From an optimization exercise on the open Yosys and OpenROAD flow, aimed at small area, a short achievable clock period and few clock cycles; shortcuts taken in it are not production practice. Where RTL was checked, it was by simulation tests only, not by an equivalence proof against the original. The RTL of runs 1, 3 and 7 was laid out without a check of its function. Power is estimated from default activity; no workload was simulated.

## flow/config.mk

```make
export PLATFORM = sky130hd
export DESIGN_NAME = transpose_pingpong
export DESIGN_NICKNAME = transpose_pingpong
export VERILOG_FILES = /design/flow/design.v
export SDC_FILE = /design/flow/constraint.sdc
export NUM_CORES = 4
export LEC_CHECK = 0
export ABC_CLOCK_PERIOD_IN_PS = 2000
export CAP_MARGIN = 20
export CORE_MARGIN = 2
export CORE_UTILIZATION = 60
export CTS_BUF_LIST = sky130_fd_sc_hd__clkbuf_16 sky130_fd_sc_hd__clkbuf_8
export CTS_CLUSTER_DIAMETER = 70
export CTS_CLUSTER_SIZE = 36
export PLACE_DENSITY = 0.75
export SETUP_SLACK_MARGIN = 2.0
export SLEW_MARGIN = 20
```

## flow/constraint.sdc

```tcl
create_clock -name core_clock -period 4.0 [get_ports {i_clk}]
set_input_delay 0.8000 -clock core_clock [delete_from_list [all_inputs] [get_ports {i_clk}]]
set_output_delay 0.8000 -clock core_clock [all_outputs]
set_load 0.01 [all_outputs]
```

## flow/design.v

```verilog
module transpose_pingpong #(
  parameter  int VALUE_WIDTH     = 17,
  parameter  int N               = 8,
  localparam int AXIS_DATA_WIDTH = 8 * ((VALUE_WIDTH - 1) / 8 + 1)
) (
  input  logic                       i_clk,
  input  logic                       i_aresetn,
  input  logic                       i_axis_TVALID,
  output logic                       o_axis_TREADY,
  input  logic [AXIS_DATA_WIDTH-1:0] i_axis_TDATA,
  input  logic                       i_axis_TLAST,
  output logic                       o_axis_TVALID,
  input  logic                       i_axis_TREADY,
  output logic [AXIS_DATA_WIDTH-1:0] o_axis_TDATA,
  output logic                       o_axis_TLAST,
  output logic                       o_tlast_err
);
  localparam int VW    = VALUE_WIDTH;
  localparam int DEPTH = N * N;        
  localparam int AW    = $clog2(DEPTH);
  localparam int D1   = 7;
  localparam int D2   = 14;
  localparam int D3   = 28;
  localparam int TAIL = DEPTH - 3 - D1 - D2 - D3;    
  logic pad_unused;
  assign pad_unused = ^i_axis_TDATA;
  logic [AW-1:0] c1, c2;
  logic          fpar;        
  logic          fp1, fp2;    
  assign c2  = c1 + 1'b1;
  assign fp2 = fp1 ^ (&c1);
  logic          s1, s2, s3;  
  logic [AW-1:0] q1, q2, q3;
  assign q1 = c1 - AW'(1);
  assign q2 = c1 - AW'(D1 + 2);
  assign q3 = c1 - AW'(D1 + D2 + 3);
  always_ff @(posedge i_clk) begin
    s1 <= q1[3] & ~q1[0];
    s2 <= q2[4] & ~q2[1];
    s3 <= q3[5] & ~q3[2];
  end
  logic [VW-1:0] ring_in;
  logic [VW-1:0] p0, p1, p2;
  logic [VW-1:0] b1 [D1];
  logic [VW-1:0] b2 [D2];
  logic [VW-1:0] b3 [D3];
  logic [VW-1:0] tl [TAIL];
  logic [VW-1:0] y1, y2, y3;
  logic [VW-1:0] ring_out;    
  logic [VW-1:0] ring_next;   
  assign y1 = s1 ? p0 : b1[D1-1];
  assign y2 = s2 ? p1 : b2[D2-1];
  assign y3 = s3 ? p2 : b3[D3-1];
  assign ring_out  = tl[TAIL-1];
  assign ring_next = tl[TAIL-2];
  always_ff @(posedge i_clk) begin
    p0    <= ring_in;
    b1[0] <= s1 ? b1[D1-1] : p0;
    for (int i = 1; i < D1; i++) b1[i] <= b1[i-1];
    p1    <= y1;
    b2[0] <= s2 ? b2[D2-1] : p1;
    for (int i = 1; i < D2; i++) b2[i] <= b2[i-1];
    p2    <= y2;
    b3[0] <= s3 ? b3[D3-1] : p2;
    for (int i = 1; i < D3; i++) b3[i] <= b3[i-1];
    tl[0] <= y3;
    for (int i = 1; i < TAIL; i++) tl[i] <= tl[i-1];
  end
  logic [AW-1:0] wp;          
  logic          wpar;        
  logic          have_out;    
  logic [AW-1:0] rp;          
  logic          rpar;        
  logic          ready_q;
  logic          accept;
  logic          load;
  logic          w_last;
  logic          r_last;
  logic [VW-1:0] o_value;
  logic          bn_q;        
  logic          eq_next;     
  logic [AW-1:0] dd;          
  logic          sink_free;
  logic          a_last;
  logic          x_next;
  logic [3:0]    rdy_case;    
  logic          ready_n;
  logic          bn_n;
  assign o_axis_TREADY = ready_q;
  assign ring_in   = ready_q ? i_axis_TDATA[VW-1:0] : ring_out;
  assign accept    = i_axis_TVALID && ready_q;
  assign w_last    = &wp;
  assign r_last    = &rp;
  assign sink_free = !o_axis_TVALID || i_axis_TREADY;
  assign a_last    = accept && w_last;
  assign load = (bn_q || a_last) && sink_free;
  assign x_next = have_out && (c2 == rp) && (fp2 == rpar);
  assign bn_n   = load ? !r_last : (x_next && !a_last);
  always_comb begin
    logic gone;
    logic lt, lt1;
    gone = have_out && r_last;
    lt   = (dd != '0);        
    lt1  = (dd[AW-1:1] != '0);  
    rdy_case[0] = eq_next && (!have_out || lt) &&
                  ((wp == '0) ? (!have_out || (fp1 == rpar)) : (fp1 == wpar));
    rdy_case[1] = eq_next &&
                  ((wp == '0) ? (!have_out || gone || (fp1 == rpar)) : (fp1 == wpar));
    rdy_case[2] = !w_last && (!have_out || lt1);
    rdy_case[3] = w_last || !have_out || gone || lt;
  end
  logic [3:0] rdy_late;       
  always_comb begin
    logic fr0, fr1;           
    fr0 = !o_axis_TVALID;
    fr1 = 1'b1;
    rdy_late[0] = rdy_case[{1'b0, bn_q && fr0}];
    rdy_late[1] = rdy_case[{1'b0, bn_q && fr1}];
    rdy_late[2] = rdy_case[{ready_q, (bn_q || (ready_q && w_last)) && fr0}];
    rdy_late[3] = rdy_case[{ready_q, (bn_q || (ready_q && w_last)) && fr1}];
  end
  assign ready_n = rdy_late[{i_axis_TVALID, i_axis_TREADY}];
  logic [AW-1:0] dd_inc, dd_dec, dd_n;
  assign dd_inc = dd + 1'b1;
  assign dd_dec = dd - 1'b1;
  always_comb begin
    case ({accept, load})
      2'b01:   dd_n = dd_inc;
      2'b10:   dd_n = w_last ? '0 : dd_dec;
      2'b11:   dd_n = w_last ? AW'(1) : dd;
      default: dd_n = dd;
    endcase
  end
  always_ff @(posedge i_clk or negedge i_aresetn) begin
    if (!i_aresetn) begin
      c1          <= AW'(0);
      fpar        <= 1'b1;
      fp1         <= 1'b0;
      wp          <= '0;
      wpar        <= 1'b0;
      rp          <= '0;
      rpar        <= 1'b0;
      have_out    <= 1'b0;
      bn_q        <= 1'b0;
      eq_next     <= 1'b1;
      dd          <= '0;
      ready_q     <= 1'b0;
      o_tlast_err <= 1'b0;
    end else begin
      c1          <= c2;
      fpar        <= fp1;
      fp1         <= fp2;
      bn_q        <= bn_n;
      eq_next     <= !accept && (wp == c2);
      dd          <= dd_n;
      ready_q     <= ready_n;
      o_tlast_err <= accept && (i_axis_TLAST != w_last);
      if (accept) begin
        if (wp == '0) wpar <= fpar;
        wp <= wp + 1'b1;
      end
      if (a_last) begin
        have_out <= 1'b1;
        rpar     <= ~wpar;
        rp       <= AW'(load);
      end else if (load) begin
        rp <= rp + 1'b1;
        if (r_last) have_out <= 1'b0;
      end
    end
  end
  always_ff @(posedge i_clk) begin
    if (sink_free) begin
      o_value      <= ring_next;
      o_axis_TLAST <= r_last;
    end
  end
  logic o_sign_a, o_sign_b;
  always_ff @(posedge i_clk) begin
    o_sign_a <= sink_free ? ring_next[VW-1] : o_value[VW-1];
    o_sign_b <= sink_free ? ring_next[VW-1] : o_sign_a;
  end
  always_ff @(posedge i_clk or negedge i_aresetn) begin
    if (!i_aresetn) begin
      o_axis_TVALID <= 1'b0;
    end else if (sink_free) begin
      o_axis_TVALID <= load;
    end
  end
  assign o_axis_TDATA = {{(AXIS_DATA_WIDTH - VW - 3){o_sign_b}}, {4{o_sign_a}}, o_value[VW-2:0]};
endmodule
```

## flow/run.sh

```bash
#!/bin/bash
# synth_recipe.tcl (not shown) runs the flow's synth.tcl, then flattens the netlist and writes it again
# the make line also repeats each setting of config.mk as NAME=value (left out here)
make -C /OpenROAD-flow-scripts/flow DESIGN_CONFIG=/design/flow/config.mk WORK_HOME=/design/flow/orfs CLKGATE_MAP_FILE= SYNTH_SCRIPT=/design/flow/synth_recipe.tcl finish
```

==> run notes, run 1 <==
status = no timing/DRC/antenna violations
initial detailed-routing violation count = 728
total die area = 45100 um^2
Ys Warns = 5
DIE HEIGHT = 212 um
first-pass GRT wire length = 49600 um
IO buf count = 49
Die X = 212 um
Core Box Area = 43000 um^2
WL per Instance = 14.2 um
Slew Limit Fails = 0
CP Data Arrival Time = 1300 ps
Post-synth ARST share = 2.97%
clock root buffer = clkbuf_16
Final nets = 1586
worst stage delay on the critical path = 480 ps
worst path required time = 3200 ps
Net Count, Synth = 1531
reg-to-reg slack, setup = 2090 ps
final worst-path cycle share = 52.5%
final hold vios = 0
Max-cap violations = 0
Max Root-Sink Buffers = 3
Rel. slew slack = 30.0%
Num Clock Sinks = 1145
HP Class = flop to flop
clock skew = 20.2 ps
RSZ-0062 raised after global routing = yes
kind of critical path = flop to output port
Max FO, Critical Path = 2
initial antenna violation count = 0
largest net degree at the start of global routing = 38
CTS clk-pin slew, worst paths = 120 ps
antenna-violating nets left = 0
dominant synthesized flop cell = dfxtp_1
H-tree levels = 2
delay-heaviest family, CP = flip-flops
cts bufs inserted = 39
Initial Util = 60.6%
final setup TNS = 0 ps
# IOs = 57
VDD IR max = 0.433 mV
Finished Core Util = 65.6%
Clock Latency Late Sink = 600 ps
Pwr Total = 18.6 mW
final worst path period need = 2100 ps
row count = 76
detailed-route via count = 9543
WP buf/inv = 1
synth unique cells = 51
setup ws final = 1900 ps
Slowest-stage cell, CP = dfrtp_4
remaining global-route overflow = 0
Worst Max-Slew Pin Slew = 1050 ps
placed cell count = 2084
vias in the first global route = 9535
Post-synth EDFFs = 18
Post-Layout Cell Count = 2151
most frequent cells in the layout = dfxtp_1, mux2_2, clkbuf_16
Initial DRT Pass Iterations = 4
GP Congestion = 0.777
sequential share of the synthesized area = 89.4%
Via-to-Cell Ratio = 4.44
fmax = 476 MHz
Mapped Avg Cell Area = 17.4 um^2
TritonCTS clock tree = done
Mapped Cells = 1494
Final setup violation count = 0
DRT Wirelength = 30500 um
Worst setup SP type = flop
DRC = 0
share of layout cells above drive strength 1 = 15.0%
# diodes = 0
Hold Buf Count CTS = 0
CP Cell Sequence = clkdlybuf4s15_1
Mapped Area = 26000 um^2
synthesized flop and latch total = 1145
cell leakage power = 11.5 nW
HPWL Detailed = 16600 um
Filler Cells Inserted = 2874
Layout area overhead = 8.33%
global-route usage over all layers = 14.0%
pwr/cell area = 659 nW/um^2
commonest non-fill, non-tap cell in the layout = dfxtp_1
crit path capture type = output port
worst slack, placed = 1060 ps
final cells by class:
cell class	count	area, um^2	area share, %
Sequential cell	1145	23300	82.6
Multi-Input combinational cell	285	2470	8.77
Clock buffer	43	1050	3.74
Tap cell	585	732	2.60
Timing Repair Buffer	63	483	1.71
Clock inverter	15	114	0.404
Inverter	15	63.8	0.226
layer usage:
layer,vias to the layer above,track usage [%],wire [um]
li1,4858,-,-
met4,0,4.27,653
met5,-,0,0
met1,4486,20.8,16000
met2,144,20.6,12700
met3,55,3.16,1150
worst paths after layout:
path	startpoint	to	depth (start not counted)
worst max-delay path	ready_q	o_axis_TREADY	1
worst min-delay path	b3[13][2]	b3[14][2]	0
worst max register to register	ready_q	bn_q	6
worst min register to register	b3[13][2]	b3[14][2]	0
max in group asynchronous	i_aresetn	ready_q	2
min in group asynchronous	i_aresetn	c1[1]	2
timing repair:
| action | CTS | global route |
|---|---|---|
| resized for setup | 119 | 16 |
| setup buffers | 2 | 7 |
| pin swaps | 0 | 1 |
| setup endpoints to repair | 44 | 17 |
per-stage QoR:
step	hold slack, ps	cell area (um^2)
final	318	28200
after CTS	321	28100
after global placement	310	27000
after detailed placement	312	27000
after global routing	321	28200
after floorplan	310	26000
cells in the mapped netlist, drive strengths merged (3+ instances only):
library cell | number | share of area (%)
a21oi | 10 | 0.19
a31oi | 4 | 0.096
and2 | 3 | 0.072
buf | 34 | 0.88
clkbuf | 15 | 0.22
dfrtp | 32 | 3.1
dfxtp | 1093 | 84
edfxtp | 18 | 2.1
ha | 8 | 0.38
inv | 15 | 0.22
mux2 | 120 | 5.2
nand2 | 24 | 0.35
nand3 | 11 | 0.21
nand4 | 7 | 0.17
nor2 | 19 | 0.28
nor3 | 3 | 0.058
o21ai | 13 | 0.25
o22ai | 3 | 0.072
xnor2 | 15 | 0.50
xor2 | 16 | 0.54
state kept, by name, indices dropped and copies added (netlist names), 6 cells and up:
register  flops
b1          119
p1           17
p0           17
o_value      17
b2          238
wp            6
c1            6
p2           17
dd            6
tl          204
rp            6
b3          476
logic make-up (layout without fill, tap and decap cells):
| family | count (synthesis) | count (layout) | share of synthesized area (%) |
|---|---|---|---|
| DFF | 1145 | 1145 | 89.4 |
| muxes | 122 | 122 | 5.27 |
| and+or+nand+nor | 79 | 79 | 1.48 |
| buffers and inverters | 64 | 136 | 1.31 |
| AOI/OAI and AO/OA | 45 | 45 | 1.13 |
| xor gates and xnor gates | 31 | 31 | 1.04 |
| adders and majority gates | 8 | 8 | 0.384 |
power by group:
group / leakage [nW] / internal (mW) / switching, mW
clock network: 0.595 / 1.97 / 3.13
registers: 9.58 / 12.6 / 0.395
logic: 1.35 / 0.245 / 0.219
total: 11.5 / 14.8 / 3.74
==> run 2, diff against run 1 <==
--- a/flow/design.v
+++ b/flow/design.v
@@ -86,7 +86,11 @@
   logic [3:0]    rdy_case;    
   logic          ready_n;
   logic          bn_n;
-  assign o_axis_TREADY = ready_q;
+  logic ready_port;
+  always_ff @(posedge i_clk) begin
+    ready_port <= ready_n && i_aresetn;
+  end
+  assign o_axis_TREADY = ready_port;
   assign ring_in   = ready_q ? i_axis_TDATA[VW-1:0] : ring_out;
   assign accept    = i_axis_TVALID && ready_q;
   assign w_last    = &wp;
--- a/flow/config.mk
+++ b/flow/config.mk
@@ -11,7 +11,7 @@
 export CORE_UTILIZATION = 60
 export CTS_BUF_LIST = sky130_fd_sc_hd__clkbuf_16 sky130_fd_sc_hd__clkbuf_8
 export CTS_CLUSTER_DIAMETER = 70
-export CTS_CLUSTER_SIZE = 36
+export CTS_CLUSTER_SIZE = 34
 export PLACE_DENSITY = 0.75
 export SETUP_SLACK_MARGIN = 2.0
 export SLEW_MARGIN = 20
==> run notes, run 2 <==
status = no timing/DRC/antenna violations (unchanged)
row count = 76 (unchanged)
pwr/cell area = 611 nW/um^2 (was 659 nW/um^2)
synth unique cells = 45 (was 51)
DIE HEIGHT = 212 um (about the same)
cell leakage power = 11.5 nW (about the same)
CP Cell Sequence = clkdlybuf4s15_1 (unchanged)
worst stage delay on the critical path = 360 ps (was 480 ps)
setup ws final = 2010 ps (was 1900 ps)
Worst setup endpoint = o_axis_TDATA[19] (was o_axis_TREADY)
vias in the first global route = 9667 (was 9535)
Initial DRT Pass Iterations = 4 (unchanged)
main combinational cell family by area after synthesis = multiplexers (unchanged)
Slew Limit Fails = 0 (unchanged)
placed cell area = 27000 um^2 (about the same)
CTS clk-pin slew, worst paths = 120 ps (about the same)
CP Launch Point = o_sign_a (was ready_q)
Worst Max-Slew Pin Slew = 901 ps (was 1050 ps)
reg-to-reg slack, setup = 2110 ps (was 2090 ps)
DRC = 0 (unchanged)
Final nets = 1579 (was 1586)
crit path capture type = output port (unchanged)
GP Congestion = 0.783 (was 0.777)
Post-synth ARST share = 2.97% (about the same)
GR peak layer = met2 (was met1)
HP Class = flop to flop (unchanged)
Initial Util = 60.6% (about the same)
worst path required time = 3200 ps (about the same)
Commonest cells post-synth = dfxtp_1, mux2_2, dfrtp_1 (unchanged)
TritonCTS clock tree = done (unchanged)
WL per Instance = 14.1 um (was 14.2 um)
VDD IR max = 0.431 mV (was 0.433 mV)
largest reg by FF count = b3 (unchanged)
first-pass GRT wire length = 49200 um (was 49600 um)
Max FO, Critical Path = 5 (was 2)
Largest regs = b3 (476), b2 (238), tl (204) (unchanged)
simple-gate share of the synthesized area = 1.60% (was 1.48%)
sequential share of the synthesized area = 89.5% (was 89.4%)
Worst setup SP type = flop (unchanged)
most frequent cells in the layout = dfxtp_1, mux2_2, clkbuf_16 (unchanged)
Max-cap violations = 0 (unchanged)
H-tree levels = 2 (unchanged)
share of layout cells above drive strength 1 = 14.5% (was 15.0%)
RSZ-0062 raised after global routing = yes (unchanged)
mux contribution to synthesized area = 5.19% (was 5.27%)
largest area contributor in the synthesized netlist = dfxtp_1 (unchanged)
fmax = 503 MHz (was 476 MHz)
Num Clock Sinks = 1146 (was 1145)
worst slack, placed = 1300 ps (was 1060 ps)
total die area = 45100 um^2 (about the same)
CP Data Arrival Time = 1190 ps (was 1300 ps)
clock skew = 25.3 ps (was 20.2 ps)
final worst-path cycle share = 49.7% (was 52.5%)
initial detailed-routing violation count = 548 (was 728)
# IOs = 57 (unchanged)
sequential power share = 68.4% (was 70.1%)
Layout area overhead = 8.34% (was 8.33%)
IO buf count = 49 (unchanged)
Rel. slew slack = 39.8% (was 30.0%)
cts bufs inserted = 41 (was 39)
WP depth = 1 (unchanged)
largest net degree at the start of global routing = 36 (was 38)
Clk pwr share = 30.3% (was 27.4%)
r2r endpoint = eq_next (was bn_q)
Combinational Power Share = 1.3% (was 2.5%)
max FFs per register = 476 (unchanged)
final setup TNS = 0 ps (unchanged)
HPWL Detailed = 17000 um (was 16600 um)
design area = 28200 um^2 (about the same)
final hold vios = 0 (unchanged)
final worst path period need = 1990 ps (was 2100 ps)
Max Root-Sink Buffers = 3 (unchanged)
sw frac = 19.7% (was 20.1%)
top-area cell type share of the netlist area = 84.1% (was 84.0%)
clock root buffer = clkbuf_16 (unchanged)
commonest non-fill, non-tap cell in the layout = dfxtp_1 (unchanged)
R2R cell count = 5 (was 6)
Finished Core Util = 65.6% (about the same)
Compound-Gate Fraction of Synth Area = 0.932% (was 1.13%)
global-route usage over all layers = 13.8% (was 14.0%)
Area contributors post-synth = dfxtp_1, mux2_2, dfrtp_1 (unchanged)
NetSw = 3.40 mW (was 3.74 mW)
delay-heaviest family, CP = flip-flops (unchanged)
# diodes = 0 (unchanged)
remaining global-route overflow = 0 (unchanged)
initial antenna violation count = 0 (unchanged)
most frequent cell after synthesis = dfxtp_1 (unchanged)
GR Util met1 = 20.0% (was 20.8%)
Net Count, Synth = 1522 (was 1531)
synthesized flop and latch total = 1146 (was 1145)
adder-cell area share of the yosys netlist = 0.385% (was 0.384%)
antenna-violating nets left = 0 (unchanged)
worst reg2reg startpoint = c1[0] (was ready_q)
Clock Latency Late Sink = 600 ps (about the same)
Synth Area in XOR/XNOR = 1.18% (was 1.04%)
Mapped Area = 26000 um^2 (about the same)
Internal Power = 13.8 mW (was 14.8 mW)
kind of critical path = flop to output port (unchanged)
Core Box Area = 43000 um^2 (unchanged)
Ys Warns = 5 (unchanged)
Die X = 212 um (about the same)
Via-to-Cell Ratio = 4.48 (was 4.44)
DRT Wirelength = 30200 um (was 30500 um)
Mapped Cells = 1485 (was 1494)
met3 usage = 3.19% (was 3.16%)
met2 Resource Use GR = 20.9% (was 20.6%)
Post-synth EDFFs = 18 (unchanged)
Slowest-stage cell, CP = dfxtp_2 (was dfrtp_4)
dominant synthesized flop cell = dfxtp_1 (unchanged)
detailed-route via count = 9607 (was 9543)
WP buf/inv = 1 (unchanged)
Mapped Avg Cell Area = 17.5 um^2 (was 17.4 um^2)
Final setup violation count = 0 (unchanged)
-- run 2: cell count changes after synthesis, moves of 3 or more --
cell      delta
clkbuf_1     -3
inv_1        -4
nor2_1       -4
and3_1       +3
xor2_1       +3
a21oi_1      -3
-- run 2: cell type report --
class / count / area, um^2
clock buffer: 45 / 1100
clock inverter: 17 / 139
fill: 2918 / 14800
inverter: 11 / 46.3
multi-input combinational: 283 / 2440
sequential: 1146 / 23300
tap: 585 / 732
timing repair buffer: 59 / 438
-- run 2: power by group through the flow --
stage / registers (mW) / logic [mW] / clock network (mW)
after global routing: 11.8 / 0.262 / 5.75
final: 11.8 / 0.232 / 5.22
after detailed placement: 12.0 / 0.229 / 0
after CTS: 11.8 / 0.232 / 5.36
after global placement: 12.0 / 0.216 / 0
after floorplan: 12.0 / 0.175 / 0
-- run 2: cell families after synthesis --
group	after synthesis
XOR/XNOR	35
adder cells (fa/ha/maj)	8
AO/OA/AOI/OAI	38
multiplexers	120
flip-flops	1146
buffers and inverters	56
AND/OR/NAND/NOR	82
-- run 2: timing repair --
action                                  CTS  global route
setup buffers                             0             4
endpoints found under the setup margin   32            16
resized for setup                       107            10
hold buffers                              0             0
-- run 2: per-layer routing --
metal | wire length, um | part of all wire, % | vias up
li1 | - | - | 4816
met1 | 15500 | 51 | 4608
met2 | 12900 | 43 | 129
met3 | 1160 | 3.8 | 54
met4 | 653 | 2.2 | 0
met5 | 0 | 0 | -
-- run 2: worst min path at each step --
| stage | startpoint | end | slack (ps) | cells after the start |
|---|---|---|---|---|
| floorplan | b1[0][0] | b1[1][0] | 310 | 0 |
| global placement | tl[8][12] | tl[9][12] | 310 | 0 |
| detailed placement | b2[10][9] | b2[11][9] | 310 | 0 |
| CTS | b1[1][9] | b1[2][9] | 330 | 0 |
| global route | tl[0][5] | tl[1][5] | 340 | 0 |
| finish | b1[1][9] | b1[2][9] | 330 | 0 |
-- run 2: stage by stage --
step	instances	total power, mW	hold WS [ps]
finish	2146	17.2	325
floorplan	1485	12.2	310
detailed placement	2080	12.3	312
global route	2146	17.8	335
CTS	2142	17.4	331
global placement	2080	12.2	310
Testbench counts of run 2, summed over its fixed seeds: cycles 16,904.
==> run 3, diff against run 2 <==
--- a/flow/design.v
+++ b/flow/design.v
@@ -86,11 +86,7 @@
   logic [3:0]    rdy_case;    
   logic          ready_n;
   logic          bn_n;
-  logic ready_port;
-  always_ff @(posedge i_clk) begin
-    ready_port <= ready_n && i_aresetn;
-  end
-  assign o_axis_TREADY = ready_port;
+  assign o_axis_TREADY = ready_q;
   assign ring_in   = ready_q ? i_axis_TDATA[VW-1:0] : ring_out;
   assign accept    = i_axis_TVALID && ready_q;
   assign w_last    = &wp;
==> flow/flow/run.sh (new file) <==
#!/bin/bash
# The standard layout (standard.sh), with two changes to how it is made:
# the port buffers are plain buf_4 cells, and the resizer may change a cell's
# footprint while repairing (the platform otherwise restricts it to cells of
# the same footprint, which keeps slow delay cells on the ports).
set -euo pipefail
bash standard.sh MATCH_CELL_FOOTPRINT=0 "BUFFER_PORTS_ARGS=-buffer_cell sky130_fd_sc_hd__buf_4" finish > standard_flow.log 2>&1
==> flow/standard.sh (new file) <==
#!/bin/bash
# synth_recipe.tcl (not shown) runs the flow's synth.tcl, then flattens the netlist and writes it again
# the make line also repeats each setting of config.mk as NAME=value (left out here)
make -C /OpenROAD-flow-scripts/flow DESIGN_CONFIG=/design/flow/config.mk WORK_HOME=/design/flow/orfs CLKGATE_MAP_FILE= SYNTH_SCRIPT=/design/flow/synth_recipe.tcl "${@:-finish}"
removed: flow/run.sh
==> run notes, run 3 <==
status = no timing/DRC/antenna violations (unchanged)
fmax = 468 MHz (was 503 MHz)
H-tree levels = 2 (unchanged)
final worst path period need = 2140 ps (was 1990 ps)
Max Root-Sink Buffers = 3 (unchanged)
Rel. slew slack = 27.6% (was 39.8%)
Synth Area in XOR/XNOR = 1.04% (was 1.18%)
largest net degree at the start of global routing = 36 (unchanged)
first-pass GRT wire length = 49900 um (was 49200 um)
mux contribution to synthesized area = 5.27% (was 5.19%)
commonest non-fill, non-tap cell in the layout = dfxtp_1 (unchanged)
Layout area overhead = 8.60% (was 8.34%)
CTS clk-pin slew, worst paths = 110 ps (was 120 ps)
Num Clock Sinks = 1145 (was 1146)
vias in the first global route = 9659 (was 9667)
Post-synth ARST share = 2.97% (about the same)
global-route usage over all layers = 14.0% (was 13.8%)
final worst-path cycle share = 53.4% (was 49.7%)
RSZ-0062 raised after global routing = yes (unchanged)
largest reg by FF count = b3 (unchanged)
VDD IR max = 0.611 mV (was 0.431 mV)
setup ws final = 1860 ps (was 2010 ps)
Post-synth EDFFs = 18 (unchanged)
Mapped Avg Cell Area = 17.4 um^2 (was 17.5 um^2)
DIE HEIGHT = 212 um (about the same)
worst slack, placed = 1060 ps (was 1300 ps)
Net Count, Synth = 1531 (was 1522)
Final setup violation count = 0 (unchanged)
Mapped Cells = 1494 (was 1485)
Initial DRT Pass Iterations = 4 (unchanged)
Mapped Area = 26000 um^2 (about the same)
Worst Max-Slew Pin Slew = 1090 ps (was 901 ps)
kind of critical path = flop to output port (unchanged)
sequential share of the synthesized area = 89.4% (was 89.5%)
initial detailed-routing violation count = 743 (was 548)
Final nets = 1582 (was 1579)
main combinational cell family by area after synthesis = multiplexers (unchanged)
Initial Util = 60.6% (about the same)
WP buf/inv = 2 (was 1)
Pwr Total = 18.8 mW (was 17.2 mW)
share of layout cells above drive strength 1 = 15.9% (was 14.5%)
placed cell count = 2081 (was 2080)
initial antenna violation count = 1 (was 0)
Core Box Area = 43000 um^2 (unchanged)
worst path required time = 3200 ps (about the same)
total die area = 45100 um^2 (about the same)
Post-Layout Cell Count = 2149 (was 2146)
Via-to-Cell Ratio = 4.48 (about the same)
row count = 76 (unchanged)
WL per Instance = 14.1 um (about the same)
synthesized flop and latch total = 1145 (was 1146)
most frequent cells in the layout = dfxtp_1, mux2_2, buf_4 (was dfxtp_1, mux2_2, clkbuf_16)
Ys Warns = 5 (unchanged)
top-area cell type share of the netlist area = 84.0% (was 84.1%)
CP Cell Sequence = buf_12 > buf_6 (was clkdlybuf4s15_1)
dominant synthesized flop cell = dfxtp_1 (unchanged)
DRT Wirelength = 30400 um (was 30200 um)
largest area contributor in the synthesized netlist = dfxtp_1 (unchanged)
detailed-route via count = 9618 (was 9607)
cts bufs inserted = 42 (was 41)
Filler Cells Inserted = 2877 (was 2918)
Clock Latency Late Sink = 600 ps (about the same)
TritonCTS clock tree = done (unchanged)
max FFs per register = 476 (unchanged)
CP Data Arrival Time = 1340 ps (was 1190 ps)
Hold Buf Count CTS = 0 (unchanged)
Largest regs = b3 (476), b2 (238), tl (204) (unchanged)
remaining global-route overflow = 0 (unchanged)
final setup TNS = 0 ps (unchanged)
pwr/cell area = 664 nW/um^2 (was 611 nW/um^2)
Slew Limit Fails = 0 (unchanged)
GP Congestion = 0.785 (was 0.783)
synth unique cells = 51 (was 45)
delay-heaviest family, CP = flip-flops (unchanged)
Die X = 212 um (about the same)
worst stage delay on the critical path = 510 ps (was 360 ps)
antenna-violating nets left = 0 (unchanged)
cell leakage power = 11.6 nW (was 11.5 nW)
clock skew = 27.8 ps (was 25.3 ps)
Max FO, Critical Path = 3 (was 5)
IO buf count = 49 (unchanged)
Slowest-stage cell, CP = dfrtp_4 (was dfxtp_2)
adder-cell area share of the yosys netlist = 0.384% (was 0.385%)
Area contributors post-synth = dfxtp_1, mux2_2, dfrtp_1 (unchanged)
design area = 28300 um^2 (was 28200 um^2)
Compound-Gate Fraction of Synth Area = 1.13% (was 0.932%)
Worst setup SP type = flop (unchanged)
most frequent cell after synthesis = dfxtp_1 (unchanged)
HPWL Detailed = 16700 um (was 17000 um)
DRC = 0 (unchanged)
placed cell area = 26900 um^2 (was 27000 um^2)
crit path capture type = output port (unchanged)
# IOs = 57 (unchanged)
simple-gate share of the synthesized area = 1.48% (was 1.60%)
clock root buffer = clkbuf_16 (unchanged)
Max-cap violations = 0 (unchanged)
Commonest cells post-synth = dfxtp_1, mux2_2, dfrtp_1 (unchanged)
final hold vios = 0 (unchanged)
HP Class = input pin to asynchronous set/reset pin (was flop to flop)
==> run 3: worst reg2reg max path, cell delays in order (launching register included) <==
cell and delay (ps):
dfrtp_2 450, inv_1 80, ha_1 370, xnor2_1 180, o2111ai_1 120, or4_1 430, o31ai_2 180
==> run 3: final timing paths <==
check                      startpoint       endpoint  slack [ps]  cells past startpoint
max                           ready_q  o_axis_TREADY        1860                      2
min                         i_aresetn          rp[2]         140                      1
max reg2reg                     c1[0]           bn_q        2100                      6
min reg2reg                 b3[4][13]      b3[5][13]         320                      0
max in group asynchronous   i_aresetn        ready_q        3500                      1
min in group core_clock     b3[4][13]      b3[5][13]         320                      0
==> run 3: kinds of logic (layout without fill, tap and decap cells) <==
kind of cell / Yosys count / count (layout)
xor+xnor: 31 / 31
compound gates: 45 / 45
fa+ha+maj: 8 / 8
buf+inv: 64 / 133
simple gates: 79 / 79
mux: 122 / 122
other cells: 0 / 1
flops: 1145 / 1145
==> run 3: report_power, final <==
part           leakage (nW)  switching (mW)  internal, mW
logic                  1.35           0.213         0.240
registers              9.57           0.393          12.6
clock network         0.662            3.18          2.13
==> run 3: area by class of cell <==
cell class	instances	area [um^2]	share of cell area, %
antenna	1	2.50	0.00885
clock buffer	45	1130	3.98
clock inverter	17	160	0.566
inverter	15	58.8	0.208
multi-input combinational	285	2460	8.70
sequential	1145	23300	82.3
tap	585	732	2.59
timing repair buffer	56	452	1.60
==> run 3: metrics by stage <==
step                      utilization (%)  hold WS (ps)
after floorplan                         -           310
after global placement               62.5           310
after detailed placement             62.5           312
after CTS                            65.7           111
after global routing                 65.8           144
final                                65.8           141
==> run 3: what timing repair did <==
item / CTS / global route
pin swaps: 0 / 0
endpoints found under the setup margin: 26 / 17
buffers inserted: 5 / 0
resized for setup: 14 / 10
==> run 3: metal layers <==
layer | wire, um | track usage, % | share of wire (%) | up-vias
met5 | 0 | 0 | 0 | -
met4 | 631 | 4.82 | 2.1 | 0
met3 | 1190 | 2.76 | 3.9 | 38
met2 | 13100 | 21.1 | 43 | 152
met1 | 15500 | 20.6 | 51 | 4586
li1 | - | - | - | 4842
==> run 4, diff against run 3 <==
--- a/flow/design.v
+++ b/flow/design.v
@@ -86,7 +86,11 @@
   logic [3:0]    rdy_case;    
   logic          ready_n;
   logic          bn_n;
-  assign o_axis_TREADY = ready_q;
+  logic ready_port;
+  always_ff @(posedge i_clk) begin
+    ready_port <= ready_n && i_aresetn;
+  end
+  assign o_axis_TREADY = ready_port;
   assign ring_in   = ready_q ? i_axis_TDATA[VW-1:0] : ring_out;
   assign accept    = i_axis_TVALID && ready_q;
   assign w_last    = &wp;
--- a/flow/config.mk
+++ b/flow/config.mk
@@ -13,5 +13,5 @@
 export CTS_CLUSTER_DIAMETER = 70
 export CTS_CLUSTER_SIZE = 34
 export PLACE_DENSITY = 0.75
-export SETUP_SLACK_MARGIN = 2.0
+export SETUP_SLACK_MARGIN = 1.9
 export SLEW_MARGIN = 20
==> run notes, run 4 <==
status = no timing/DRC/antenna violations (unchanged)
TritonCTS clock tree = done (unchanged)
mux contribution to synthesized area = 5.19% (was 5.27%)
largest net degree at the start of global routing = 36 (unchanged)
largest area contributor in the synthesized netlist = dfxtp_1 (unchanged)
Ys Warns = 5 (unchanged)
Layout area overhead = 7.72% (was 8.60%)
CP Cell Sequence = buf_4 > mux2_2 (was buf_12 > buf_6)
worst path required time = 4480 ps (was 3200 ps)
Post-synth ARST share = 2.97% (about the same)
synth unique cells = 45 (was 51)
Final setup violation count = 0 (unchanged)
Pwr Total = 17.0 mW (was 18.8 mW)
initial detailed-routing violation count = 469 (was 743)
share of layout cells above drive strength 1 = 14.8% (was 15.9%)
row count = 76 (unchanged)
crit path capture type = flop (was output port)
simple-gate share of the synthesized area = 1.60% (was 1.48%)
final worst path period need = 1960 ps (was 2140 ps)
# diodes = 0 (was 1)
max FFs per register = 476 (unchanged)
hold slack final = 140 ps (was 141 ps)
placed cell count = 2079 (was 2081)
remaining global-route overflow = 0 (unchanged)
HPWL Detailed = 16400 um (was 16700 um)
clock root buffer = clkbuf_16 (unchanged)
cts bufs inserted = 40 (was 42)
Die X = 212 um (about the same)
Max FO, Critical Path = 18 (was 3)
final setup TNS = 0 ps (unchanged)
Via-to-Cell Ratio = 4.43 (was 4.48)
Num Clock Sinks = 1146 (was 1145)
clock skew = 17.4 ps (was 27.8 ps)
Worst Max-Slew Pin Slew = 987 ps (was 1090 ps)
Worst setup endpoint = b2[0][3] (was o_axis_TREADY)
Mapped Avg Cell Area = 17.5 um^2 (was 17.4 um^2)
Max Root-Sink Buffers = 3 (unchanged)
Finished Core Util = 65.2% (was 65.8%)
most frequent cells in the layout = dfxtp_1, mux2_2, buf_4 (unchanged)
detailed-route via count = 9466 (was 9618)
CTS clk-pin slew, worst paths = 110 ps (about the same)
Initial Util = 60.6% (about the same)
kind of critical path = flop to flop (was flop to output port)
adder-cell area share of the yosys netlist = 0.385% (was 0.384%)
synthesized flop and latch total = 1146 (was 1145)
DRC = 0 (unchanged)
Rel. slew slack = 34.1% (was 27.6%)
r2r endpoint = b2[0][3] (was bn_q)
HP Class = input pin to asynchronous set/reset pin (unchanged)
# IOs = 57 (unchanged)
CP Data Arrival Time = 2450 ps (was 1340 ps)
Net Count, Synth = 1522 (was 1531)
DIE HEIGHT = 212 um (about the same)
Initial DRT Pass Iterations = 4 (unchanged)
GP Congestion = 0.779 (was 0.785)
main combinational cell family by area after synthesis = multiplexers (unchanged)
antenna-violating nets left = 0 (unchanged)
Slowest-stage cell, CP = dfxtp_1 (was dfrtp_4)
first-pass GRT wire length = 48500 um (was 49900 um)
Slew Limit Fails = 0 (unchanged)
Filler Cells Inserted = 2967 (was 2877)
WL per Instance = 13.9 um (was 14.1 um)
worst reg2reg startpoint = s2 (was c1[0])
initial antenna violation count = 0 (was 1)
commonest non-fill, non-tap cell in the layout = dfxtp_1 (unchanged)
Synth Area in XOR/XNOR = 1.18% (was 1.04%)
Commonest cells post-synth = dfxtp_1, mux2_2, dfrtp_1 (unchanged)
dominant synthesized flop cell = dfxtp_1 (unchanged)
largest reg by FF count = b3 (unchanged)
Mapped Area = 26000 um^2 (about the same)
Mapped Cells = 1485 (was 1494)
Hold Buf Count CTS = 0 (unchanged)
Worst setup SP type = flop (unchanged)
final worst-path cycle share = 49.1% (was 53.4%)
Post-Layout Cell Count = 2137 (was 2149)
most frequent cell after synthesis = dfxtp_1 (unchanged)
sequential share of the synthesized area = 89.5% (was 89.4%)
Final nets = 1573 (was 1582)
Core Box Area = 43000 um^2 (unchanged)
top-area cell type share of the netlist area = 84.1% (was 84.0%)
DRT Wirelength = 29700 um (was 30400 um)
total die area = 45100 um^2 (about the same)
Setup Buffers After CTS = 0 (was 5)
CP Launch Point = s2 (was ready_q)
H-tree levels = 2 (unchanged)
R2R cell count = 2 (was 6)
fmax = 509 MHz (was 468 MHz)
Compound-Gate Fraction of Synth Area = 0.932% (was 1.13%)
RSZ-0062 raised after global routing = no (was yes)
Clock Latency Late Sink = 600 ps (about the same)
pwr/cell area = 607 nW/um^2 (was 664 nW/um^2)
reg-to-reg slack, setup = 2040 ps (was 2100 ps)
vias in the first global route = 9458 (was 9659)
global-route usage over all layers = 13.7% (was 14.0%)
Area contributors post-synth = dfxtp_1, mux2_2, dfrtp_1 (unchanged)
Max-cap violations = 0 (unchanged)
VDD IR max = 0.335 mV (was 0.611 mV)
cell leakage power = 11.4 nW (was 11.6 nW)
final hold vios = 0 (unchanged)
worst stage delay on the critical path = 990 ps (was 510 ps)
Post-synth EDFFs = 18 (unchanged)
IO buf count = 49 (unchanged)
Largest regs = b3 (476), b2 (238), tl (204) (unchanged)
[run 4: repair_timing]
item | 4_1_cts | 5_1_grt
resized for setup | 0 | 4
endpoints found under the setup margin | 1 | 3
endpoints found under the hold margin | 0 | 0
[run 4: worst min-delay path by stage]
stage | from | to | slack (ps)
global route | i_aresetn | rp[2] | 140
global placement | tl[9][12] | tl[10][12] | 310
floorplan | b1[0][0] | b1[1][0] | 310
detailed placement | b1[5][0] | b1[6][0] | 310
CTS | i_aresetn | c1[5] | 120
finish | i_aresetn | rp[5] | 140
[run 4: per-layer routing]
metal / global-route usage [%] / up-vias / part of all wire [%]
met2: 20.1 / 104 / 42
met1: 20.2 / 4499 / 52
met4: 4.39 / 0 / 2.3
li1: - / 4808 / -
met5: 0 / - / 0
met3: 3.13 / 55 / 3.5
[run 4: stage by stage]
stage | instance area [um^2] | setup WS (ps)
floorplan | 26000 | 1910
global placement | 26900 | 1410
detailed placement | 26900 | 1440
CTS | 28000 | 1880
global route | 28000 | 1910
finish | 28000 | 2040
[run 4: area by class of cell]
| class | count | area [um^2] | area share, % |
|---|---|---|---|
| multi-input cells | 283 | 2420 | 8.62 |
| repair buffers | 54 | 405 | 1.45 |
| clock buffers | 42 | 1040 | 3.71 |
| well taps | 585 | 732 | 2.61 |
| flip-flops and latches | 1146 | 23300 | 83.1 |
| clock inverters | 16 | 106 | 0.379 |
| inverters | 11 | 43.8 | 0.156 |
[run 4: worst max-delay path, delay by kind of cell (launching register included)]
kind	cells	cell delay, ps
buffers and inverters	1	450
multiplexers	1	400
flip-flops	1	990
[run 4: cell families after synthesis]
logic type	after synthesis
DFF	1146
muxes	120
and+or+nand+nor	82
buffers and inverters	56
AOI/OAI and AO/OA	38
xor gates and xnor gates	35
adders and majority gates	8
[run 4: where the power goes]
| group | internal (mW) | switching, mW | total, mW |
|---|---|---|---|
| logic | 0.106 | 0.114 | 0.220 |
| registers | 11.7 | 0.116 | 11.8 |
| clock network | 1.94 | 3.10 | 5.04 |
| total | 13.7 | 3.33 | 17.0 |
Testbench counts of run 4, summed over its fixed seeds: cycles 16,904.
==> run 5, diff against run 4 <==
--- a/flow/config.mk
+++ b/flow/config.mk
@@ -13,5 +13,5 @@
 export CTS_CLUSTER_DIAMETER = 70
 export CTS_CLUSTER_SIZE = 34
 export PLACE_DENSITY = 0.75
-export SETUP_SLACK_MARGIN = 1.9
+export SETUP_SLACK_MARGIN = 2.0
 export SLEW_MARGIN = 20
==> run notes, run 5 <==
HPWL Detailed = 16700 um (was 16400 um)
vias in the first global route = 9478 (was 9458)
Filler Cells Inserted = 2934 (was 2967)
worst slack, placed = 1670 ps (was 1440 ps)
VDD IR max = 0.457 mV (was 0.335 mV)
status = no timing/DRC/antenna violations (unchanged)
# diodes = 0 (unchanged)
HP Class = input pin to asynchronous set/reset pin (unchanged)
clock skew = 22.4 ps (was 17.4 ps)
synth unique cells = 45 (unchanged)
Mapped Avg Cell Area = 17.5 um^2 (unchanged)
final worst path period need = 1950 ps (was 1960 ps)
antenna-violating nets left = 0 (unchanged)
GP Congestion = 0.779 (about the same)
DRT Wirelength = 29800 um (was 29700 um)
kind of critical path = flop to output port (was flop to flop)
final setup TNS = 0 ps (unchanged)
RSZ-0062 raised after global routing = yes (was no)
most frequent cell after synthesis = dfxtp_1 (unchanged)
cts bufs inserted = 41 (was 40)
Post-synth EDFFs = 18 (unchanged)
mux contribution to synthesized area = 5.19% (unchanged)
placed cell area = 26900 um^2 (about the same)
H-tree levels = 2 (unchanged)
Core Box Area = 43000 um^2 (unchanged)
share of layout cells above drive strength 1 = 15.4% (was 14.8%)
initial detailed-routing violation count = 464 (was 469)
Slowest-stage cell, CP = edfxtp_1 (was dfxtp_1)
commonest non-fill, non-tap cell in the layout = dfxtp_1 (unchanged)
main combinational cell family by area after synthesis = multiplexers (unchanged)
synthesized flop and latch total = 1146 (unchanged)
worst path required time = 3200 ps (was 4480 ps)
first-pass GRT wire length = 48300 um (was 48500 um)
remaining global-route overflow = 0 (unchanged)
pwr/cell area = 608 nW/um^2 (was 607 nW/um^2)
Net Count, Synth = 1522 (unchanged)
max FFs per register = 476 (unchanged)
Largest regs = b3 (476), b2 (238), tl (204) (unchanged)
Ys Warns = 5 (unchanged)
CP Data Arrival Time = 1150 ps (was 2450 ps)
most frequent cells in the layout = dfxtp_1, mux2_2, buf_4 (unchanged)
largest area contributor in the synthesized netlist = dfxtp_1 (unchanged)
dominant synthesized flop cell = dfxtp_1 (unchanged)
clock root buffer = clkbuf_16 (unchanged)
Mapped Cells = 1485 (unchanged)
DRC = 0 (unchanged)
worst stage delay on the critical path = 390 ps (was 990 ps)
crit path capture type = output port (was flop)
initial antenna violation count = 0 (unchanged)
# IOs = 57 (unchanged)
IO buf count = 49 (unchanged)
Max Root-Sink Buffers = 3 (unchanged)
Final nets = 1574 (was 1573)
Initial Util = 60.6% (unchanged)
adder-cell area share of the yosys netlist = 0.385% (unchanged)
Post-synth ARST share = 2.97% (unchanged)
placed cell count = 2079 (unchanged)
Mapped Area = 26000 um^2 (unchanged)
Hold Buf Count CTS = 0 (unchanged)
Slew Limit Fails = 0 (unchanged)
DIE HEIGHT = 212 um (unchanged)
fmax = 514 MHz (was 509 MHz)
Die X = 212 um (unchanged)
final worst-path cycle share = 48.7% (was 49.1%)
Via-to-Cell Ratio = 4.46 (was 4.43)
setup ws final = 2050 ps (was 2040 ps)
WL per Instance = 13.9 um (about the same)
Num Clock Sinks = 1146 (unchanged)
top-area cell type share of the netlist area = 84.1% (unchanged)
CTS clk-pin slew, worst paths = 100 ps (was 110 ps)
detailed-route via count = 9521 (was 9466)
Synth Area in XOR/XNOR = 1.18% (unchanged)
Rel. slew slack = 39.6% (was 34.1%)
post-cts resize count = 1 (was 0)
Area contributors post-synth = dfxtp_1, mux2_2, dfrtp_1 (unchanged)
cell leakage power = 11.4 nW (about the same)
largest net degree at the start of global routing = 36 (unchanged)
global-route usage over all layers = 13.7% (about the same)
Clock Latency Late Sink = 600 ps (about the same)
design area = 28100 um^2 (was 28000 um^2)
Post-Layout Cell Count = 2137 (unchanged)
CP Cell Sequence = buf_4 (was buf_4 > mux2_2)
Compound-Gate Fraction of Synth Area = 0.932% (unchanged)
final hold vios = 0 (unchanged)
Commonest cells post-synth = dfxtp_1, mux2_2, dfrtp_1 (unchanged)
TritonCTS clock tree = done (unchanged)
total die area = 45100 um^2 (unchanged)
Final setup violation count = 0 (unchanged)
largest reg by FF count = b3 (unchanged)
delay-heaviest family, CP = flip-flops (unchanged)
Max FO, Critical Path = 1 (was 18)
sequential share of the synthesized area = 89.5% (unchanged)
Max-cap violations = 0 (unchanged)
Worst setup SP type = flop (unchanged)
simple-gate share of the synthesized area = 1.60% (unchanged)
Setup Buffers After CTS = 0 (unchanged)
Initial DRT Pass Iterations = 4 (unchanged)
row count = 76 (unchanged)
WP buf/inv = 1 (unchanged)
Worst Max-Slew Pin Slew = 905 ps (was 987 ps)
Layout area overhead = 7.93% (was 7.72%)
## run 5: changes by cell type in the layout (fill, tap and decap cells not counted), sizes merged
| cell | change |
|---|---|
| inv | -4 |
| clkinv | +4 |
## run 5: power breakdown
part / internal (mW) / leakage (nW) / switching, mW / total, mW
clock: 1.96 / 0.601 / 3.14 / 5.10
sequential: 11.7 / 9.50 / 0.118 / 11.8
combinational: 0.107 / 1.33 / 0.110 / 0.218
## run 5: cell type report
class                           count  area (um^2)  area share [%]
Timing Repair Buffer               54          409            1.46
Clock buffer                       42         1040            3.70
Sequential cell                  1146        23300            82.9
Clock inverter                     16          140           0.499
Tap cell                          585          732            2.61
Multi-Input combinational cell    283         2430            8.65
Inverter                           11         43.8           0.156
## run 5: cells by family (layout without fill, tap and decap cells)
kind of cell / count (synthesis) / after routing
buffers and inverters: 56 / 123
and+or+nand+nor: 82 / 82
adders and majority gates: 8 / 8
AOI/OAI and AO/OA: 38 / 38
xor gates and xnor gates: 35 / 35
DFF: 1146 / 1146
muxes: 120 / 120
## run 5: final timing paths
check                                    from                to  slack [ps]  cells past startpoint
worst min-delay path                i_aresetn             rp[5]         140                      1
min in group core_clock            b3[15][15]        b3[16][15]         320                      0
max in group asynchronous           i_aresetn              fpar        3510                      1
worst max register to register  o_axis_TVALID        ready_port        2100                      5
worst max-delay path              o_value[12]  o_axis_TDATA[12]        2050                      1
worst min register to register     b3[15][15]        b3[16][15]         320                      0
## run 5: metal layers
layer / track usage [%] / part of all wire (%) / vias up
met5: 0 / 0 / -
met4: 4.15 / 2.1 / 0
met3: 3.01 / 3.6 / 51
met2: 20.8 / 43 / 91
met1: 19.8 / 52 / 4577
li1: - / - / 4802
## run 5: stage by stage
step | util [%] | hold slack [ps] | total power, mW
after floorplan | - | 310 | 12.2
after global placement | 62.6 | 310 | 12.2
after detailed placement | 62.6 | 312 | 12.3
after CTS | 65.3 | 112 | 17.3
after global routing | 65.4 | 139 | 17.7
final | 65.4 | 138 | 17.1
==> run 6, diff against run 5 <==
--- a/flow/config.mk
+++ b/flow/config.mk
@@ -8,10 +8,10 @@
 export ABC_CLOCK_PERIOD_IN_PS = 2000
 export CAP_MARGIN = 20
 export CORE_MARGIN = 2
-export CORE_UTILIZATION = 60
+export CORE_UTILIZATION = 50
 export CTS_BUF_LIST = sky130_fd_sc_hd__clkbuf_16 sky130_fd_sc_hd__clkbuf_8
 export CTS_CLUSTER_DIAMETER = 70
 export CTS_CLUSTER_SIZE = 34
-export PLACE_DENSITY = 0.75
+export PLACE_DENSITY = 0.7
 export SETUP_SLACK_MARGIN = 2.0
 export SLEW_MARGIN = 20
==> run notes, run 6 <==
status = no timing/DRC/antenna violations (unchanged)
share of layout cells above drive strength 1 = 15.7% (was 15.4%)
Max FO, Critical Path = 1 (unchanged)
global-route usage over all layers = 11.0% (was 13.7%)
worst path required time = 3200 ps (about the same)
placed cell area = 27000 um^2 (was 26900 um^2)
dominant synthesized flop cell = dfxtp_1 (unchanged)
worst stage delay on the critical path = 420 ps (was 390 ps)
pwr/cell area = 610 nW/um^2 (was 608 nW/um^2)
Mapped Cells = 1485 (unchanged)
final worst path period need = 1950 ps (about the same)
initial antenna violation count = 0 (unchanged)
Clk pwr share = 30.6% (was 29.8%)
Area contributors post-synth = dfxtp_1, mux2_2, dfrtp_1 (unchanged)
synth unique cells = 45 (unchanged)
R2R cell count = 2 (was 5)
WP depth = 1 (unchanged)
TritonCTS clock tree = done (unchanged)
crit path capture type = output port (unchanged)
largest net degree at the start of global routing = 36 (unchanged)
kind of critical path = flop to output port (unchanged)
Final nets = 1575 (was 1574)
HPWL Detailed = 16300 um (was 16700 um)
CP Data Arrival Time = 1150 ps (about the same)
reg-to-reg slack, setup = 2110 ps (was 2100 ps)
sw frac = 19.8% (was 19.7%)
final hold vios = 0 (unchanged)
most frequent cell after synthesis = dfxtp_1 (unchanged)
Worst Max-Slew Pin Slew = 965 ps (was 905 ps)
largest reg by FF count = b3 (unchanged)
r2r endpoint = tl[0][4] (was ready_port)
CTS clk-pin slew, worst paths = 110 ps (was 100 ps)
DRT Wirelength = 28900 um (was 29800 um)
Final setup violation count = 0 (unchanged)
DIE HEIGHT = 232 um (was 212 um)
NetSw = 3.42 mW (was 3.37 mW)
worst reg2reg startpoint = s3 (was o_axis_TVALID)
Die X = 232 um (was 212 um)
Setup Buffers After CTS = 0 (unchanged)
vias in the first global route = 9441 (was 9478)
cell leakage power = 11.5 nW (was 11.4 nW)
hold slack final = 136 ps (was 138 ps)
largest area contributor in the synthesized netlist = dfxtp_1 (unchanged)
Worst setup endpoint = o_axis_TDATA[11] (was o_axis_TDATA[12])
Via-to-Cell Ratio = 4.28 (was 4.46)
initial detailed-routing violation count = 435 (was 464)
H-tree levels = 2 (unchanged)
Max Root-Sink Buffers = 3 (unchanged)
Clock Latency Late Sink = 590 ps (was 600 ps)
Commonest cells post-synth = dfxtp_1, mux2_2, dfrtp_1 (unchanged)
commonest non-fill, non-tap cell in the layout = dfxtp_1 (unchanged)
Post-synth EDFFs = 18 (unchanged)
sequential power share = 68.1% (was 68.9%)
first-pass GRT wire length = 47800 um (was 48300 um)
Net Count, Synth = 1522 (unchanged)
VDD IR max = 0.290 mV (was 0.457 mV)
WP buf/inv = 1 (unchanged)
top-area cell type share of the netlist area = 84.1% (unchanged)
Num Clock Sinks = 1146 (unchanged)
clock skew = 33.7 ps (was 22.4 ps)
RSZ-0062 raised after global routing = yes (unchanged)
cts bufs inserted = 42 (was 41)
Slowest-stage cell, CP = edfxtp_1 (unchanged)
row count = 83 (was 76)
Post-synth ARST share = 2.97% (unchanged)
Mapped Area = 26000 um^2 (unchanged)
Internal Power = 13.9 mW (was 13.7 mW)
# IOs = 57 (unchanged)
antenna-violating nets left = 0 (unchanged)
CP Cell Sequence = buf_6 (was buf_4)
CP Launch Point = o_value[11] (was o_value[12])
final setup TNS = 0 ps (unchanged)
Ys Warns = 5 (unchanged)
Worst setup SP type = flop (unchanged)
fmax = 514 MHz (about the same)
total die area = 53900 um^2 (was 45100 um^2)
HP Class = input pin to asynchronous set/reset pin (unchanged)
Largest regs = b3 (476), b2 (238), tl (204) (unchanged)
GP Congestion = 0.756 (was 0.779)
synthesized flop and latch total = 1146 (unchanged)
delay-heaviest family, CP = flip-flops (unchanged)
Combinational Power Share = 1.3% (about the same)
final worst-path cycle share = 48.7% (about the same)
# diodes = 0 (unchanged)
remaining global-route overflow = 0 (unchanged)
Initial DRT Pass Iterations = 4 (unchanged)
sequential share of the synthesized area = 89.5% (unchanged)
most frequent cells in the layout = dfxtp_1, mux2_2, buf_4 (unchanged)
IO buf count = 49 (unchanged)
design area = 28300 um^2 (was 28100 um^2)
max FFs per register = 476 (unchanged)
Initial Util = 50.6% (was 60.6%)
WL per Instance = 12.9 um (was 13.9 um)
Hold Buf Count CTS = 0 (unchanged)
clock root buffer = clkbuf_16 (unchanged)
Max-cap violations = 0 (unchanged)
Filler Cells Inserted = 3944 (was 2934)
Slew Limit Fails = 0 (unchanged)
Mapped Avg Cell Area = 17.5 um^2 (unchanged)
Rel. slew slack = 35.6% (was 39.6%)
Core Box Area = 51400 um^2 (was 43000 um^2)
Layout area overhead = 8.89% (was 7.93%)
DRC = 0 (unchanged)
detailed-route via count = 9558 (was 9521)
-- run 6: timing repair --
| action | in CTS | in global routing |
|---|---|---|
| resized for setup | 1 | 11 |
| gates cloned | 0 | 0 |
| setup endpoints to repair | 4 | 14 |
-- run 6: worst min path at each step --
stage	from	endpoint	cells after the start
2_1_floorplan	b1[0][0]	b1[1][0]	0
3_3_place_gp	tl[0][12]	tl[1][12]	0
3_5_place_dp	b2[12][3]	b2[13][3]	0
4_1_cts	i_aresetn	rp[2]	1
5_1_grt	i_aresetn	rp[3]	1
6_report	i_aresetn	rp[2]	1
-- run 6: cell families after synthesis --
family	Yosys count	share of synthesized area, %
mux	120	5.19
xor+xnor	35	1.18
buf+inv	56	1.23
compound gates	38	0.932
simple gates	82	1.60
flops	1146	89.5
fa+ha+maj	8	0.385
-- run 6: stage by stage --
step | utilization, % | setup WS (ps) | cells | power (mW)
after floorplan | - | 2050 | 1485 | 12.2
final | 55.1 | 2050 | 2235 | 17.3
after detailed placement | 52.6 | 1640 | 2174 | 12.3
after global placement | 52.6 | 1710 | 2174 | 12.2
after global routing | 55.1 | 1980 | 2235 | 17.9
after CTS | 55.0 | 2010 | 2235 | 17.5
-- run 6: area by class of cell --
| class | count | area [um^2] | area share [%] |
|---|---|---|---|
| Inverter | 11 | 43.8 | 0.154 |
| Tap cell | 680 | 851 | 3.00 |
| Sequential cell | 1146 | 23300 | 82.2 |
| Multi-Input combinational cell | 283 | 2460 | 8.70 |
| Clock buffer | 43 | 1080 | 3.80 |
| Clock inverter | 18 | 194 | 0.684 |
| Timing Repair Buffer | 54 | 417 | 1.47 |
-- run 6: power by group through the flow --
stage	Sequential, mW	Combinational [mW]	Clock [mW]
5_1_grt	11.8	0.253	5.85
2_1_floorplan	12.0	0.175	0
3_3_place_gp	12.0	0.208	0
6_report	11.8	0.228	5.29
4_1_cts	11.8	0.221	5.46
3_5_place_dp	12.0	0.220	0
-- run 6: metal layers --
layer	GRT usage [%]	vias to the layer above	share of wire (%)
li1	-	4796	-
met1	16.2	4598	53
met2	16.1	107	41
met3	2.53	57	3.7
met4	3.41	0	2.3
met5	0	-	0
==> run 7, diff against run 6 <==
--- a/flow/design.v
+++ b/flow/design.v
@@ -34,10 +34,14 @@
   assign q1 = c1 - AW'(1);
   assign q2 = c1 - AW'(D1 + 2);
   assign q3 = c1 - AW'(D1 + D2 + 3);
+  logic t1, t2, t3;
   always_ff @(posedge i_clk) begin
     s1 <= q1[3] & ~q1[0];
     s2 <= q2[4] & ~q2[1];
     s3 <= q3[5] & ~q3[2];
+    t1 <= ~(q1[3] & ~q1[0]);
+    t2 <= ~(q2[4] & ~q2[1]);
+    t3 <= ~(q3[5] & ~q3[2]);
   end
   logic [VW-1:0] ring_in;
   logic [VW-1:0] p0, p1, p2;
@@ -55,13 +59,13 @@
   assign ring_next = tl[TAIL-2];
   always_ff @(posedge i_clk) begin
     p0    <= ring_in;
-    b1[0] <= s1 ? b1[D1-1] : p0;
+    b1[0] <= t1 ? p0 : b1[D1-1];
     for (int i = 1; i < D1; i++) b1[i] <= b1[i-1];
     p1    <= y1;
-    b2[0] <= s2 ? b2[D2-1] : p1;
+    b2[0] <= t2 ? p1 : b2[D2-1];
     for (int i = 1; i < D2; i++) b2[i] <= b2[i-1];
     p2    <= y2;
-    b3[0] <= s3 ? b3[D3-1] : p2;
+    b3[0] <= t3 ? p2 : b3[D3-1];
     for (int i = 1; i < D3; i++) b3[i] <= b3[i-1];
     tl[0] <= y3;
     for (int i = 1; i < TAIL; i++) tl[i] <= tl[i-1];
--- a/flow/config.mk
+++ b/flow/config.mk
@@ -8,10 +8,10 @@
 export ABC_CLOCK_PERIOD_IN_PS = 2000
 export CAP_MARGIN = 20
 export CORE_MARGIN = 2
-export CORE_UTILIZATION = 50
+export CORE_UTILIZATION = 60
 export CTS_BUF_LIST = sky130_fd_sc_hd__clkbuf_16 sky130_fd_sc_hd__clkbuf_8
 export CTS_CLUSTER_DIAMETER = 70
 export CTS_CLUSTER_SIZE = 34
-export PLACE_DENSITY = 0.7
-export SETUP_SLACK_MARGIN = 2.0
+export PLACE_DENSITY = 0.75
+export SETUP_SLACK_MARGIN = 2.2
 export SLEW_MARGIN = 20
==> run notes, run 7 <==
Max FO, Critical Path = 1 (unchanged)
most frequent cells in the layout = dfxtp_1, mux2_2, clkbuf_16 (was dfxtp_1, mux2_2, buf_4)
Initial DRT Pass Iterations = 4 (unchanged)
vias in the first global route = 9575 (was 9441)
initial antenna violation count = 2 (was 0)
cts bufs inserted = 41 (was 42)
delay-heaviest family, CP = flip-flops (unchanged)
VDD IR max = 0.336 mV (was 0.290 mV)
Max Root-Sink Buffers = 3 (unchanged)
Via-to-Cell Ratio = 4.48 (was 4.28)
H-tree levels = 2 (unchanged)
Hold Buf Count CTS = 0 (unchanged)
antenna-violating nets left = 0 (unchanged)
clock skew = 22.3 ps (was 33.7 ps)
Post-synth EDFFs = 18 (unchanged)
reg-to-reg slack, setup = 2270 ps (was 2110 ps)
Final setup violation count = 0 (unchanged)
most frequent cell after synthesis = dfxtp_1 (unchanged)
Largest regs = b3 (476), b2 (238), tl (204) (unchanged)
Area contributors post-synth = dfxtp_1, mux2_2, dfrtp_1 (unchanged)
Core Box Area = 43100 um^2 (was 51400 um^2)
GP Congestion = 0.774 (was 0.756)
crit path capture type = output port (unchanged)
row count = 76 (was 83)
HPWL Detailed = 18300 um (was 16300 um)
worst stage delay on the critical path = 430 ps (was 420 ps)
Worst setup SP type = flop (unchanged)
max FFs per register = 476 (unchanged)
Initial Util = 60.8% (was 50.6%)
Final nets = 1602 (was 1575)
status = no timing/DRC/antenna violations (unchanged)
CTS clk-pin slew, worst paths = 120 ps (was 110 ps)
largest reg by FF count = b3 (unchanged)
final setup TNS = 0 ps (unchanged)
final worst path period need = 1960 ps (was 1950 ps)
RSZ-0062 raised after global routing = yes (unchanged)
synth unique cells = 48 (was 45)
top-area cell type share of the netlist area = 83.8% (was 84.1%)
fmax = 509 MHz (was 514 MHz)
commonest non-fill, non-tap cell in the layout = dfxtp_1 (unchanged)
worst path required time = 3200 ps (about the same)
clock root buffer = clkbuf_16 (unchanged)
Worst setup endpoint = o_axis_TDATA[15] (was o_axis_TDATA[11])
pwr/cell area = 596 nW/um^2 (was 610 nW/um^2)
CP Cell Sequence = buf_6 (unchanged)
Clock Latency Late Sink = 600 ps (was 590 ps)
Mapped Cells = 1504 (was 1485)
Mapped Area = 26200 um^2 (was 26000 um^2)
HP Class = input pin to asynchronous set/reset pin (unchanged)
CP Launch Point = o_value[15] (was o_value[11])
remaining global-route overflow = 0 (unchanged)
Net Count, Synth = 1541 (was 1522)
first-pass GRT wire length = 50500 um (was 47800 um)
Slew Limit Fails = 0 (unchanged)
# diodes = 0 (unchanged)
Max-cap violations = 0 (unchanged)
Finished Core Util = 66.2% (was 55.1%)
largest net degree at the start of global routing = 36 (unchanged)
total die area = 45300 um^2 (was 53900 um^2)
Die X = 213 um (was 232 um)
global-route usage over all layers = 14.5% (was 11.0%)
sequential share of the synthesized area = 89.2% (was 89.5%)
share of layout cells above drive strength 1 = 16.6% (was 15.7%)
Worst Max-Slew Pin Slew = 630 ps (was 965 ps)
WP depth = 1 (unchanged)
Layout area overhead = 8.88% (was 8.89%)
Commonest cells post-synth = dfxtp_1, mux2_2, dfrtp_1 (unchanged)
cell leakage power = 11.7 nW (was 11.5 nW)
DIE HEIGHT = 213 um (was 232 um)
DRT Wirelength = 32500 um (was 28900 um)
r2r endpoint = ready_port (was tl[0][4])
TritonCTS clock tree = done (unchanged)
largest area contributor in the synthesized netlist = dfxtp_1 (unchanged)
dominant synthesized flop cell = dfxtp_1 (unchanged)
worst reg2reg startpoint = wp[0] (was s3)
Rel. slew slack = 57.9% (was 35.6%)
CP Data Arrival Time = 1160 ps (was 1150 ps)
Post-synth ARST share = 2.96% (was 2.97%)
detailed-route via count = 9696 (was 9558)
IO buf count = 49 (unchanged)
WP buf/inv = 1 (unchanged)
synthesized flop and latch total = 1149 (was 1146)
Ys Warns = 5 (unchanged)
kind of critical path = flop to output port (unchanged)
final worst-path cycle share = 49.1% (was 48.7%)
DRC = 0 (unchanged)
R2R cell count = 6 (was 2)
final hold vios = 0 (unchanged)
Num Clock Sinks = 1149 (was 1146)
Slowest-stage cell, CP = edfxtp_1 (unchanged)
WL per Instance = 15.0 um (was 12.9 um)
hold slack final = 136 ps (about the same)
Mapped Avg Cell Area = 17.4 um^2 (was 17.5 um^2)
initial detailed-routing violation count = 444 (was 435)
# IOs = 57 (unchanged)
## run 7: cell count changes in the layout (fill, tap and decap cells not counted), sizes merged, moves of 3 or more
cell,before,now
o22ai,2,5
a31oi,4,1
xnor2,16,11
dfxtp,1094,1097
buf,54,66
inv,22,28
## run 7: cells by family after synthesis
kind of cell,count (synthesis),synth area share [%]
AO/OA/AOI/OAI,44,1.12
XOR/XNOR,32,1.07
adder cells (fa/ha/maj),8,0.382
buffers and inverters,65,1.41
flip-flops,1149,89.2
multiplexers,120,5.16
AND/OR/NAND/NOR,86,1.69
## run 7: where the power goes
part / internal (mW) / leakage [nW] / switching, mW
clock network: 2.02 / 0.620 / 3.17
registers: 11.6 / 9.52 / 0.0614
logic: 0.0841 / 1.51 / 0.0906
## run 7: worst min-delay path by stage
| stage | start | endpoint | depth (start not counted) |
|---|---|---|---|
| after CTS | i_aresetn | c1[2] | 1 |
| after global routing | i_aresetn | c1[2] | 1 |
| after floorplan | b1[0][0] | b1[1][0] | 0 |
| final | i_aresetn | wp[5] | 1 |
| after global placement | b2[1][12] | b2[2][12] | 0 |
| after detailed placement | b1[0][6] | b1[1][6] | 0 |
## run 7: metal layers
layer  GRT usage (%)  vias up  share of wire (%)
met3            3.19       48                3.6
met4            4.17        2                1.9
met1            21.1     4620                 51
li1                -     4895                  -
met2            22.0      131                 44
met5               0        -              0.040
## run 7: worst register-to-register path: stages (launching register included)
cell,delay [ps]
dfrtp_1,400
ha_2,230
and4_4,270
and2_4,210
o22ai_2,80
a32o_2,270
and2_1,150
## run 7: repair_timing
action / 4_1_cts / 5_1_grt
gates cloned: 0 / 1
setup buffers: 1 / 9
gates resized for setup: 25 / 20
setup endpoints to repair: 31 / 32
## run 7: layout make-up
| cell class | instances | area, um^2 |
|---|---|---|
| inverters | 16 | 72.6 |
| clock inverters | 15 | 130 |
| fillers | 2764 | 14600 |
| flip-flops and latches | 1149 | 23400 |
| repair inverters | 1 | 8.76 |
| multi-input cells | 290 | 2510 |
| repair buffers | 66 | 617 |
| well taps | 585 | 732 |
| clock buffers | 43 | 1080 |
## run 7: stage by stage
| stage | cells | total power [mW] | worst slack (ps) | area, um^2 |
|---|---|---|---|---|
| 2_1_floorplan | 1504 | 12.0 | 2140 | 26200 |
| 3_3_place_gp | 2096 | 12.0 | 1630 | 27100 |
| 3_5_place_dp | 2096 | 12.0 | 1600 | 27100 |
| 4_1_cts | 2155 | 17.1 | 2000 | 28400 |
| 5_1_grt | 2165 | 17.5 | 1980 | 28500 |
| 6_report | 2165 | 17.0 | 2040 | 28500 |

-- afterwards: timing with drivers on the ports --
In the flow no input, the clock included, has a driving cell. The finished layouts below were timed again as built, in two steps. Step 1 assumes that a clkbuf_16 drives the clock port and a buf_2 every other input. Step 2 adds t to the input delays and takes it off the output delays; t is the mean of the earliest and latest rising clock arrival at the registers after step 1. Input paths then give back, and output paths get back, about the clock's delay inside the block. Three values: no drivers, after step 1, after step 2; two values: the first two.
| run | t (ns) | setup slack, ns | slew at the worst register clock pin (ns) | pins driven straight from the clock port |
|---|---|---|---|---|
| run 1 | 0.643 | 1.900 / 1.844 / 1.441 | 0.12 / 0.12 | 1 |
| run 2 | 0.637 | 2.014 / 1.961 / 1.414 | 0.12 / 0.12 | 1 |
| run 3 | 0.639 | 1.863 / 1.810 / 1.631 | 0.12 / 0.12 | 1 |
| run 4 | 0.643 | 2.035 / 1.990 / 1.625 | 0.12 / 0.12 | 1 |
| run 5 | 0.645 | 2.053 / 1.998 / 1.665 | 0.12 / 0.12 | 1 |
| run 6 | 0.633 | 2.054 / 1.996 / 1.642 | 0.12 / 0.12 | 1 |
| run 7 | 0.643 | 2.037 / 1.984 / 1.834 | 0.12 / 0.12 | 1 |
After both steps setup and hold are still met in every run listed. The setup slack of run 2, which loses most, moves by -0.053 ns with the drivers and by -0.600 ns with both steps.
